What follows belongs to an exercise in optimizing a design on an open flow for small area, a short achievable clock period and few clock cycles; a production flow would make more cautious choices. Function was checked by simulation only, so behaviour that the tests miss may differ from the original. Power and IR drop assume default switching activity.

[flow/run.sh]
#!/bin/bash
# synth_recipe.tcl (not shown) runs the flow's synth.tcl, then flattens the netlist and writes it again
# the make line also repeats each setting of config.mk as NAME=value (left out here)
make -C /OpenROAD-flow-scripts/flow DESIGN_CONFIG=/design/flow/config.mk WORK_HOME=/design/flow/orfs CLKGATE_MAP_FILE= SYNTH_SCRIPT=/design/flow/synth_recipe.tcl finish
[flow/config.mk]
export PLATFORM = sky130hd
export DESIGN_NAME = phi_copy_sequencer
export DESIGN_NICKNAME = phi_copy_sequencer
export VERILOG_FILES = /design/flow/design.v
export SDC_FILE = /design/flow/constraint.sdc
export NUM_CORES = 4
export LEC_CHECK = 0
export CAP_MARGIN = 20
export CORE_MARGIN = 2
export CORE_UTILIZATION = 30
export SLEW_MARGIN = 20
[flow/design.v]
package phi_copy_sequencer_pkg;
    localparam int unsigned DEF_ID_W = 16;
    localparam logic [DEF_ID_W-1:0] DEF_TEMP_ID = 16'hFFFF;
    typedef enum logic [2:0] {
        ST_COLLECT = 3'd0,
        ST_SCAN    = 3'd1,
        ST_EMIT    = 3'd2,
        ST_SAVE    = 3'd3,
        ST_FLUSH   = 3'd4
    } state_t;
    typedef struct packed {
        logic                valid;
        logic [DEF_ID_W-1:0] dest;
        logic [DEF_ID_W-1:0] src;
    } copy_entry_t;
endpackage
module copy_ready_picker #(
    parameter int unsigned N     = 8,
    parameter int unsigned ID_W  = 16,
    parameter int unsigned IDX_W = 3
) (
    input  logic [N-1:0]           pend,
    input  logic [N-1:0][ID_W-1:0] dest,
    input  logic [N-1:0][ID_W-1:0] src,
    output logic                   rdy_found,
    output logic [IDX_W-1:0]       rdy_idx,
    output logic                   pend_found,
    output logic [IDX_W-1:0]       pend_idx
);
    logic [N-1:0] blocked;
    logic [N-1:0] ready;
    always_comb begin
        blocked = '0;
        for (int i = 0; i < int'(N); i++) begin
            for (int j = 0; j < int'(N); j++) begin
                if (i != j && pend[j] && src[j] == dest[i]) begin
                    blocked[i] = 1'b1;
                end
            end
        end
        ready = pend & ~blocked;
    end
    always_comb begin
        rdy_found  = 1'b0;
        rdy_idx    = '0;
        pend_found = 1'b0;
        pend_idx   = '0;
        for (int i = int'(N) - 1; i >= 0; i--) begin
            if (ready[i]) begin
                rdy_found = 1'b1;
                rdy_idx   = IDX_W'(i);
            end
            if (pend[i]) begin
                pend_found = 1'b1;
                pend_idx   = IDX_W'(i);
            end
        end
    end
endmodule
module phi_copy_sequencer
#(
    parameter int unsigned     ID_W       = phi_copy_sequencer_pkg::DEF_ID_W,
    parameter int unsigned     MAX_COPIES = 8,
    parameter logic [ID_W-1:0] TEMP_ID    = ID_W'(phi_copy_sequencer_pkg::DEF_TEMP_ID)
) (
    input  logic            clk,
    input  logic            rst,
    input  logic            in_valid,
    output logic            in_ready,
    input  logic [ID_W-1:0] in_dest,
    input  logic [ID_W-1:0] in_src,
    input  logic            in_last,
    output logic            out_valid,
    input  logic            out_ready,
    output logic [ID_W-1:0] out_dest,
    output logic [ID_W-1:0] out_src,
    output logic            out_last,
    output logic            out_nop,
    output logic            err_overflow,
    output logic            err_dup
);
    localparam int unsigned IDX_W = (MAX_COPIES > 1) ? $clog2(MAX_COPIES) : 1;
    localparam int unsigned CNT_W = $clog2(MAX_COPIES + 1);
    phi_copy_sequencer_pkg::state_t                          state, state_nxt;
    logic [MAX_COPIES-1:0]           ent_vld;
    logic [MAX_COPIES-1:0][ID_W-1:0] ent_dest;
    logic [MAX_COPIES-1:0][ID_W-1:0] ent_src;
    logic [CNT_W-1:0]                fill_cnt, pend_cnt, pend_after;
    logic                            first_pair;
    logic [IDX_W-1:0]                sel_idx;
    logic             rdy_found, pend_found;
    logic [IDX_W-1:0] rdy_idx, pend_idx, dup_idx;
    logic             accept, out_fire, last_pend;
    logic             self_copy, dup_hit, full, add_new, add_dup, add_ovf;
    logic             out_valid_nxt, out_last_nxt, out_nop_nxt;
    logic [ID_W-1:0]  out_dest_nxt, out_src_nxt;
    assign in_ready  = (state == phi_copy_sequencer_pkg::ST_COLLECT);
    assign accept    = in_valid && in_ready;
    assign out_fire  = out_valid && out_ready;
    assign last_pend = (pend_cnt == CNT_W'(1));
    copy_ready_picker #(
        .N     (MAX_COPIES),
        .ID_W  (ID_W),
        .IDX_W (IDX_W)
    ) u_picker (
        .pend       (ent_vld),
        .dest       (ent_dest),
        .src        (ent_src),
        .rdy_found  (rdy_found),
        .rdy_idx    (rdy_idx),
        .pend_found (pend_found),
        .pend_idx   (pend_idx)
    );
    always_comb begin
        dup_hit = 1'b0;
        dup_idx = '0;
        for (int i = 0; i < int'(MAX_COPIES); i++) begin
            if (ent_vld[i] && ent_dest[i] == in_dest) begin
                dup_hit = 1'b1;
                dup_idx = IDX_W'(i);
            end
        end
        self_copy  = (in_dest == in_src);
        full       = (fill_cnt == CNT_W'(MAX_COPIES));
        add_new    = accept && !self_copy && !dup_hit && !full;
        add_dup    = accept && !self_copy && dup_hit;
        add_ovf    = accept && !self_copy && !dup_hit && full;
        pend_after = pend_cnt + CNT_W'(add_new);
    end
    always_ff @(posedge clk or posedge rst) begin
        if (rst) state <= phi_copy_sequencer_pkg::ST_COLLECT;
        else     state <= state_nxt;
    end
    always_comb begin
        state_nxt = state;
        case (state)
            phi_copy_sequencer_pkg::ST_COLLECT: if (accept && in_last)
                            state_nxt = (pend_after == '0) ? phi_copy_sequencer_pkg::ST_FLUSH : phi_copy_sequencer_pkg::ST_SCAN;
            phi_copy_sequencer_pkg::ST_SCAN:    if (rdy_found)       state_nxt = phi_copy_sequencer_pkg::ST_EMIT;
                        else if (pend_found) state_nxt = phi_copy_sequencer_pkg::ST_SAVE;
                        else                 state_nxt = phi_copy_sequencer_pkg::ST_COLLECT;
            phi_copy_sequencer_pkg::ST_EMIT:    if (out_fire) state_nxt = last_pend ? phi_copy_sequencer_pkg::ST_COLLECT : phi_copy_sequencer_pkg::ST_SCAN;
            phi_copy_sequencer_pkg::ST_SAVE:    if (out_fire) state_nxt = phi_copy_sequencer_pkg::ST_SCAN;
            phi_copy_sequencer_pkg::ST_FLUSH:   if (out_fire) state_nxt = phi_copy_sequencer_pkg::ST_COLLECT;
            default:    state_nxt = phi_copy_sequencer_pkg::ST_COLLECT;
        endcase
    end
    always_comb begin
        out_valid_nxt = out_valid;
        out_dest_nxt  = out_dest;
        out_src_nxt   = out_src;
        out_last_nxt  = out_last;
        out_nop_nxt   = out_nop;
        case (state)
            phi_copy_sequencer_pkg::ST_COLLECT: if (accept && in_last && pend_after == '0) begin
                out_valid_nxt = 1'b1;
                out_dest_nxt  = '0;
                out_src_nxt   = '0;
                out_last_nxt  = 1'b1;
                out_nop_nxt   = 1'b1;
            end
            phi_copy_sequencer_pkg::ST_SCAN: if (rdy_found) begin
                out_valid_nxt = 1'b1;
                out_dest_nxt  = ent_dest[rdy_idx];
                out_src_nxt   = ent_src[rdy_idx];
                out_last_nxt  = last_pend;
                out_nop_nxt   = 1'b0;
            end else if (pend_found) begin
                out_valid_nxt = 1'b1;
                out_dest_nxt  = TEMP_ID;
                out_src_nxt   = ent_dest[pend_idx];
                out_last_nxt  = 1'b0;
                out_nop_nxt   = 1'b0;
            end
            phi_copy_sequencer_pkg::ST_EMIT, phi_copy_sequencer_pkg::ST_SAVE, phi_copy_sequencer_pkg::ST_FLUSH: if (out_fire) begin
                out_valid_nxt = 1'b0;
                out_dest_nxt  = '0;
                out_src_nxt   = '0;
                out_last_nxt  = 1'b0;
                out_nop_nxt   = 1'b0;
            end
            default: ;
        endcase
    end
    always_ff @(posedge clk or posedge rst) begin
        if (rst) begin
            out_valid <= 1'b0;
            out_dest  <= '0;
            out_src   <= '0;
            out_last  <= 1'b0;
            out_nop   <= 1'b0;
        end else begin
            out_valid <= out_valid_nxt;
            out_dest  <= out_dest_nxt;
            out_src   <= out_src_nxt;
            out_last  <= out_last_nxt;
            out_nop   <= out_nop_nxt;
        end
    end
    always_ff @(posedge clk or posedge rst) begin
        if (rst) begin
            ent_vld      <= '0;
            ent_dest     <= '0;
            ent_src      <= '0;
            fill_cnt     <= '0;
            pend_cnt     <= '0;
            first_pair   <= 1'b1;
            sel_idx      <= '0;
            err_overflow <= 1'b0;
            err_dup      <= 1'b0;
        end else begin
            case (state)
                phi_copy_sequencer_pkg::ST_COLLECT: if (accept) begin
                    first_pair   <= in_last;
                    err_dup      <= (err_dup & ~first_pair) | add_dup;
                    err_overflow <= (err_overflow & ~first_pair) | add_ovf;
                    if (add_new) begin
                        ent_vld[IDX_W'(fill_cnt)]  <= 1'b1;
                        ent_dest[IDX_W'(fill_cnt)] <= in_dest;
                        ent_src[IDX_W'(fill_cnt)]  <= in_src;
                        fill_cnt <= fill_cnt + CNT_W'(1);
                        pend_cnt <= pend_cnt + CNT_W'(1);
                    end
                    if (add_dup) ent_src[dup_idx] <= in_src;
                end
                phi_copy_sequencer_pkg::ST_SCAN: sel_idx <= rdy_idx;
                phi_copy_sequencer_pkg::ST_EMIT: if (out_fire) begin
                    ent_vld[sel_idx] <= 1'b0;
                    pend_cnt         <= pend_cnt - CNT_W'(1);
                    if (last_pend) fill_cnt <= '0;
                end
                phi_copy_sequencer_pkg::ST_SAVE: if (out_fire) begin
                    for (int i = 0; i < int'(MAX_COPIES); i++) begin
                        if (ent_vld[i] && ent_src[i] == out_src) ent_src[i] <= TEMP_ID;
                    end
                end
                phi_copy_sequencer_pkg::ST_FLUSH: if (out_fire) fill_cnt <= '0;
                default: ;
            endcase
        end
    end
endmodule
[flow/constraint.sdc]
create_clock -name core_clock -period 7.0 [get_ports {clk}]
set_input_delay 1.4000 -clock core_clock [delete_from_list [all_inputs] [get_ports {clk}]]
set_output_delay 1.4000 -clock core_clock [all_outputs]
set_load 0.01 [all_outputs]
==> summary.txt <==
Worst setup EP type flop; setup TNS 0 ns; routed wire length 222000 um; Power Dens Cells 552 mW/mm2; Setup Fix Bufs, Post-CTS 0; Finish-stage setup viols 0; DR WL/cell 40.7 um; I/O pin count 75; Synth Instances 4028; first-pass GRT wire length 298000 um; Worst path slowest cell nand3_1; Worst Hold Class flop to flop; Yosys cell types 72; Die H 337 um; area share of the largest cell type after synthesis 23.7%; Startpoint Class input pin; Mapped Nets 4082; relative slew slack 8.61%; total die area 0.114 mm2; Tot Pwr 20.6 mW; hold_buf cts 0; Final period util 88.8%; Die X 337 um; Post-DRT Antenna Nets 0; Vias 36500; Final Max Slew Viols 0; Required @ worst endpoint 7.44 ns; worst-path maximum fanout 17; Post-Syn Area 0.0333 mm2; Setup CP Type input pin to flop; fin crit period 6.22 ns; core area 0.110 mm2; share of layout cells above drive strength 1 10.7%; Final nets 3971; crit-path leading delay family simple AND/OR/NAND/NOR gates; P&R area growth vs syn 11.8%; Critical Path AT 6.66 ns; slowest cell delay on critical path 0.96 ns; number of flops mapped to enable cells by yosys 0; crit-path cells clkdlybuf4s50_1 > buf_4 > xor2_1 > nor4_1 > nand4_1 > nand2_1 > nor3_1 > nand2_1 > buf_4 > nor3_1 > nand3_1 > buf_4 > nand2_1 > o21ai_0; Max Clock Freq 161 MHz; Vias/cell 6.70; Num CTS Buffers 41; Row Count 122; PortBufs 74; WHS Path Cells 2; RSZ-0062 raised after global routing false; TritonCTS clock tree built; Skew-Pair Late Insertion Delay 0.65 ns; Clock transition at path regs 0.06 ns; clock sink total 316; initial core utilization 30.2%; Pre-Repair DR Iteration Count 7; Area contributors post-synth dfrtp_1, xnor2_1, xor2_1; placed cell area 0.0358 mm2; Syn. warnings 2; top post-synthesis cells by count xnor2_1, xor2_1, dfrtp_1; max-cap violations 0; status complete, no violations; top-count cell post-synth xnor2_1; final hold viol count 0; Slew @ Worst Pin 1.37 ns; Worst path depth 14; # DRC 0; number of synthesized register bits 316; CTS resizes 0; root buffer cell clkbuf_16; final instance area 0.0372 mm2; post-DP HPWL 156000 um; VDD IR max 0.259 mV; Seq/Total Area, Yosys 23.7%; WP buf/inv 4; Clock Skew 0.0569 ns; GRT Total Usage 38.1%; pin count of the biggest net entering global routing 164; number of global-route vias before repair 34000; Clock Path Buffers 3; H-tree Lvls 2; initial antenna violation count 15; cell taking the most area after synthesis dfrtp_1; Top FF cell, synth dfrtp_1; DRT iter0 DRCs 7073; Worst Reg-to-Reg Cells 13; gpl congestion 1.15; syn_area_per_cell 8.27 um2; GRT overflow 0; asr flop ratio synth 100%; leakage power 13.4 nW
==> state kept, by name, summed over array words and instances, names as in the netlist <==
signal	cells
ent_dest	128
state	3
err_overflow	1
ent_vld	8
out_src	16
out_nop	1
out_valid	1
first_pair	1
out_last	1
pend_cnt	4
fill_cnt	4
ent_src	128
sel_idx	3
err_dup	1
out_dest	16
==> through the flow <==
step                      util [%]  cells  setup WS (ns)  hold slack [ns]
after floorplan                  -   4028           1.39            0.439
after global placement        32.4   5362          0.591            0.450
after detailed placement      32.4   5362          0.580            0.455
after CTS                     33.7   5435           1.19            0.464
after global routing          33.7   5435          0.643            0.481
final                         33.7   5445          0.782            0.466
==> report_power, final <==
group	leakage, nW	switching, mW	total (mW)	internal, mW
Sequential	3.64	4.46	6.88	2.42
Clock	0.669	0.946	2.24	1.29
Combinational	9.04	6.59	11.4	4.85
==> layout make-up <==
type / instances / area [um2]
Tap cell: 1488 / 1860
Clock buffer: 60 / 1190
Antenna cell: 10 / 25.0
Clock inverter: 13 / 196
Inverter: 65 / 248
Timing Repair Buffer: 336 / 2760
Multi-Input combinational cell: 3157 / 23000
Fill cell: 11500 / 73100
Sequential cell: 316 / 7920
==> layout by cell type (no fill, tap or decap), types with 58 or more instances in the layout <==
| cell | count |
|---|---|
| a31oi_1 | 71 |
| nor2_1 | 118 |
| a21oi_1 | 136 |
| xor2_1 | 541 |
| a22o_1 | 58 |
| inv_1 | 64 |
| nor3_1 | 65 |
| nand2_1 | 288 |
| nand3_1 | 109 |
| o21ai_0 | 204 |
| xnor2_1 | 634 |
| buf_4 | 258 |
| nor4_1 | 157 |
| mux2i_1 | 69 |
| clkdlybuf4s50_1 | 74 |
| dfrtp_1 | 304 |
| nand4_1 | 145 |
==> tightest hold or removal path: cells and delay by family, from the launching register on <==
family	cells	cell delay (ns)
and+or+nand+nor	2	0.10
DFF	1	0.37
==> routing by layer <==
layer  vias up  wire length [um]  GRT usage (%)
li1      13900                 -              -
met1     17600             75200           43.6
met2      3671             84300           51.6
met3      1278             37700           20.7
met4        27             24200           31.3
met5         -               315          0.511
==> cells by family after synthesis <==
logic type,after synthesis,synth area share [%]
multiplexers,112,4.61
buffers and inverters,555,7.64
flip-flops,316,23.7
adder cells (fa/ha/maj),17,0.639
XOR/XNOR,1175,30.9
AND/OR/NAND/NOR,1018,15.7
AO/OA/AOI/OAI,835,16.8
==> path summary, 6_finish.rpt <==
kind / startpoint / end / slack [ns]
setup / recovery: in_dest[13] / ent_dest[51]$_DFFE_PP0P_ / 0.78
hold / removal: first_pair$_DFFE_PP1P_ / first_pair$_DFFE_PP1P_ / 0.47
setup reg to reg: ent_src[1]$_DFFE_PP0P_ / out_src[7]$_DFFE_PP0P_ / 0.97
hold reg to reg: first_pair$_DFFE_PP1P_ / first_pair$_DFFE_PP1P_ / 0.47
max in group asynchronous: rst / ent_dest[126]$_DFFE_PP0P_ / 4.22
min in group asynchronous: rst / ent_src[9]$_DFFE_PP0P_ / 1.28
Testbench counts, summed over its fixed seeds: cycles 103,337.

## static timing again, ports no longer ideal
The results above use ideal ports. As a check the final layout listed here was re-extracted and re-timed, cells and wires unchanged. Step 1 sets driving cells, clkbuf_16 on the clock port and buf_2 on the other inputs (assumed; they add their load-dependent delay and slew). Step 2 adds t to the input delays and takes it off the output delays; t is the mean of the earliest and latest rising clock arrival at the registers after step 1. Input paths then give back, and output paths get back, about the clock's delay inside the block. Slacks: no drivers / after step 1 / after step 2; pairs: no drivers / after step 1.
t, ns: 0.695
slack for setup (ns): 0.782 / 0.823 / 0.128
latest minus earliest clock arrival (ns): 0.057 / 0.057
pins driven straight from the clock port: 1
After both steps setup and hold are still met in this run. The setup slack of this run moves by +0.041 ns with the drivers and by -0.654 ns with both steps.
